This design comes from an exercise in tuning for a short achievable clock period and few clock cycles per item on the open sky130 flow, not from production work.
In this exercise RTL edits were held to simulation tests only and were not proved equivalent to the original.
Power is estimated from default activity; no workload was simulated.

==> flow/design.v (excerpt) <==
module intensity_reflector_cluster_detect
(
    input  logic                 clk,
    input  logic                 rst_n,
    input  logic                 cfg_we,
    input  logic [CFG_IDX_W-1:0] cfg_index,
    input  logic [CFG_W-1:0]     cfg_data,
    input  logic                 beam_valid,
    output logic                 beam_stall,
    input  logic [INT_W-1:0]     beam_intensity,
    input  logic [RNG_W-1:0]     beam_range_mm,
    input  logic                 beam_range_finite,
    input  logic                 beam_last,
    output logic                 result_valid,
    input  logic                 result_stall,
    output logic [Q_W-1:0]       result_center_index_q8,
    output logic [IDX_W-1:0]     result_peak_index,
    output logic [IDX_W-1:0]     result_start_index,
    output logic [IDX_W-1:0]     result_end_index,
    output logic [INT_W-1:0]     result_peak_intensity,
    output logic [RNG_W-1:0]     result_center_range_mm
);
    localparam int NU = 5;
    logic              beam_take;
    logic              close_ev;
    logic              rej_ev;
    logic              free_ev;
    logic              ld;
    logic              ld_ok;
    logic [WS_W-1:0]   ld_w;
    logic [4:0]        ld_sh;
    logic [IWS_W-1:0]  ld_iws;
    logic [RWS_W-1:0]  ld_rws;
    logic [IDX_W-1:0]  ld_start;
    logic [IDX_W-1:0]  ld_end;
  ...
Size: ~14000 cells after synthesis, roughly 3200 flip-flops.
Settings: LEC_CHECK=0, ABC_CLOCK_PERIOD_IN_PS=2500, CAP_MARGIN=20, CORE_MARGIN=2, CORE_UTILIZATION=55, SETUP_SLACK_MARGIN=5, SLEW_MARGIN=20; clock period 9.0 ns.
standard.sh (not shown) runs the stock make flow with config.mk's settings and CLKGATE_MAP_FILE= SYNTH_SCRIPT=/design/flow/synth_recipe.tcl, a recipe that flattens the netlist after the stock synthesis.
==> flow/flow/run.sh <==
#!/bin/bash
set -euo pipefail
MARGIN=${MARGIN:-6.5}
HOOK="$PWD/flow/move_out_flops.tcl"
sed -e "s|\"\${@:-finish}\"|SETUP_SLACK_MARGIN=${MARGIN} PRE_DETAIL_PLACE_TCL=${HOOK} \"\${@:-finish}\"|" standard.sh > own_standard.sh
grep -q "PRE_DETAIL_PLACE_TCL=" own_standard.sh
bash own_standard.sh > make_finish.log 2>&1
==> flow/flow/move_out_flops.tcl <==
# PRE_DETAIL_PLACE hook: put each flip-flop that drives an output port's
# buffer on top of that buffer, so that detailed placement legalizes it
# right beside the buffer, at the die's edge. The flip-flop then drives a
# short wire and the buffer drives the way to the pin.
set block [ord::get_db_block]
set moved 0
foreach bt [$block getBTerms] {
  if {[$bt getIoType] != "OUTPUT"} { continue }
  set net [$bt getNet]
  if {$net == "NULL"} { continue }
  foreach it [$net getITerms] {
    set buf [$it getInst]
    foreach bit [$buf getITerms] {
      if {![$bit isInputSignal]} { continue }
      set dnet [$bit getNet]
      if {$dnet == "NULL"} { continue }
      foreach d [$dnet getITerms] {
        if {![$d isOutputSignal]} { continue }
        set f [$d getInst]
        if {![regexp {__(e?df|sdf)} [[$f getMaster] getName]]} { continue }
        if {[llength [$dnet getITerms]] > 2} { continue }
        set l [$buf getLocation]
        $f setLocation [lindex $l 0] [lindex $l 1]
        $f setPlacementStatus PLACED
        incr moved
      }
    }
  }
}
puts "move_out_flops: moved $moved flip-flops next to their output buffers"
Testbench counts at the start, summed over its fixed seeds: cycles 9,904, beams 9,672.
Then changed:
--- a/flow/design.v
+++ b/flow/design.v
@@ -547,49 +547,49 @@
         s3_pi  <= pi_l5;
     end
     logic [CNT_W-1:0]   size_reg;
     logic [IDX_W-1:0]   start_reg;
     logic [IDX_W-1:0]   end_reg;       
     logic [RNG_W-1:0]   near_reg;
     logic [RNG_W-1:0]   far_reg;
     logic [INT_W-1:0]   peak_reg;
     logic [1:0][WS_W-1:0]    ws_reg;
     logic [1:0][IWS_W-1:0]   iws_reg;
     logic [1:0][RWS_W-1:0]   rws_reg;
     logic [1:0][WIDTH_W-1:0] wd_reg;
-    logic               s4_close;      
+    logic               s4_close;
     logic [1:0][WS_W-1:0]    ws_n;
     logic [2:0][IWS_W-1:0]   iws_a;
     logic [1:0][IWS_W-1:0]   iws_n;
     logic [2:0][RWS_W-1:0]   rws_a;
     logic [1:0][RWS_W-1:0]   rws_n;
     logic [1:0][WIDTH_W-1:0] wd_n;
     logic [3:0][IWS_W-1:0]   iws_in;
     logic [3:0][RWS_W-1:0]   rws_in;
     logic [WIDTH_W-1:0]      wd_add;
     assign wd_add = (s3_join && !s3_new) ? WIDTH_W'(mag_reg) : '0;
     assign iws_in = {IWS_W'(s3_pi[1]), IWS_W'(s3_pi[0]), iws_reg[1], iws_reg[0]};
     assign rws_in = {RWS_W'(s3_pr[1]), RWS_W'(s3_pr[0]), rws_reg[1], rws_reg[0]};
     irc_csa #(.N(3), .W(WS_W))    u_ws  (.d({WS_W'(s3_iw), ws_reg[1], ws_reg[0]}), .q(ws_n));
     irc_csa #(.N(3), .W(WIDTH_W)) u_wd  (.d({wd_add, wd_reg[1], wd_reg[0]}), .q(wd_n));
     irc_csa #(.N(4), .W(IWS_W))   u_iw1 (.d(iws_in), .q(iws_a));
     irc_csa #(.N(3), .W(IWS_W))   u_iw2 (.d(iws_a),  .q(iws_n));
     irc_csa #(.N(4), .W(RWS_W))   u_rw1 (.d(rws_in), .q(rws_a));
     irc_csa #(.N(3), .W(RWS_W))   u_rw2 (.d(rws_a),  .q(rws_n));
     always_ff @(posedge clk or negedge rst_n)
     begin
         if (!rst_n)
             s4_close <= 1'b0;
         else
-            s4_close <= s3_close && s3_join;
+            s4_close <= s3_close;
     end
     always_ff @(posedge clk)
     begin
         if (s3_new)
         begin
             size_reg  <= CNT_W'(1);
             start_reg <= s3_idx;
             end_reg   <= s3_idx;
             ws_reg    <= {WS_W'(0), WS_W'(s3_iw)};
             iws_reg   <= {IWS_W'(s3_pi[1]), IWS_W'(s3_pi[0])};
             rws_reg   <= {RWS_W'(s3_pr[1]), RWS_W'(s3_pr[0])};
             wd_reg    <= '0;
@@ -640,25 +640,25 @@
     logic [31:0]      wge_sum, wle_sum;
     assign wge_in = {{2'b00, wd_reg[1]}, {2'b00, wd_reg[0]}, ~{9'd0, wmin_reg}};
     assign wle_in = {~{2'b00, wd_reg[1]}, ~{2'b00, wd_reg[0]}, {9'd0, wmax_reg}};
     irc_csa #(.N(3), .W(32)) u_wge (.d(wge_in), .q(wge_cs));
     irc_csa #(.N(3), .W(32)) u_wle (.d(wle_in), .q(wle_cs));
     assign wge_sum = wge_cs[0] + wge_cs[1] + 32'd1;
     assign wle_sum = wle_cs[0] + {wle_cs[1][31:1], 1'b1} + 32'd1;
     always_ff @(posedge clk or negedge rst_n)
     begin
         if (!rst_n)
             s5_v <= 1'b0;
         else
-            s5_v <= s4_close || (s3_close && !s3_join);
+            s5_v <= s4_close;
     end
     always_ff @(posedge clk)
     begin
         s5_ws_lo   <= (WS_A+1)'(ws_reg[0][WS_A-1:0])    + (WS_A+1)'(ws_reg[1][WS_A-1:0]);
         s5_ws_hi   <= {ws_reg[1][WS_W-1:WS_A],     ws_reg[0][WS_W-1:WS_A]};
         s5_wge     <= !wge_sum[31];
         s5_wle     <= !wle_sum[31];
         s5_iws_lo  <= (IWS_A+1)'(iws_reg[0][IWS_A-1:0]) + (IWS_A+1)'(iws_reg[1][IWS_A-1:0]);
         s5_iws_hi  <= {iws_reg[1][IWS_W-1:IWS_A],  iws_reg[0][IWS_W-1:IWS_A]};
         s5_rws_lo  <= (RWS_A+1)'(rws_reg[0][RWS_A-1:0]) + (RWS_A+1)'(rws_reg[1][RWS_A-1:0]);
         s5_rws_hi  <= {rws_reg[1][RWS_W-1:RWS_A],  rws_reg[0][RWS_W-1:RWS_A]};
         s5_nz      <= (ws_reg[0] != '0) || (ws_reg[1] != '0);
Setup slack got worse by 12 ps.
Hold slack improved by 5.9 ps.
First-iteration DRC count grows by a few percent.
Maximum frequency shrinks slightly.
Total power grows slightly.
Clock power hardly moves.
Wire length grows by a few percent.
Clock skew shrinks by 11 ps.
Final cell count hardly moves.
Testbench counts after the change, summed over its fixed seeds: cycles 9,912, beams 9,672.

separate check: timing with driven ports:
The results above use ideal ports. As a check the final layouts listed here were re-extracted and re-timed, cells and wires unchanged.
Step 1 sets driving cells, clkbuf_16 on the clock port and buf_2 on the other inputs (assumed; they add their load-dependent delay and slew).
Step 2 times the ports against the registers' clock, not the clock port: input delays grow and output delays shrink by t, the midpoint of the rising clock arrivals with the driver on.
Slacks: ideal / step 1 / step 2; pairs: ideal / step 1.
run	t, ns	slack for setup (ns)	worst register clock-pin slew, ns	worst data-port slew with drivers (ns)	cell pins on the clock port's net
the first run	1.004	5.837 / 5.742 / 5.457	0.07 / 0.07	0.08	1
the second run	1.016	5.825 / 5.722 / 5.390	0.07 / 0.07	0.06	1
After both steps every run listed still meets setup and hold. The setup slack of the second run, which loses most, moves by -0.103 ns with the drivers and by -0.435 ns with both steps.
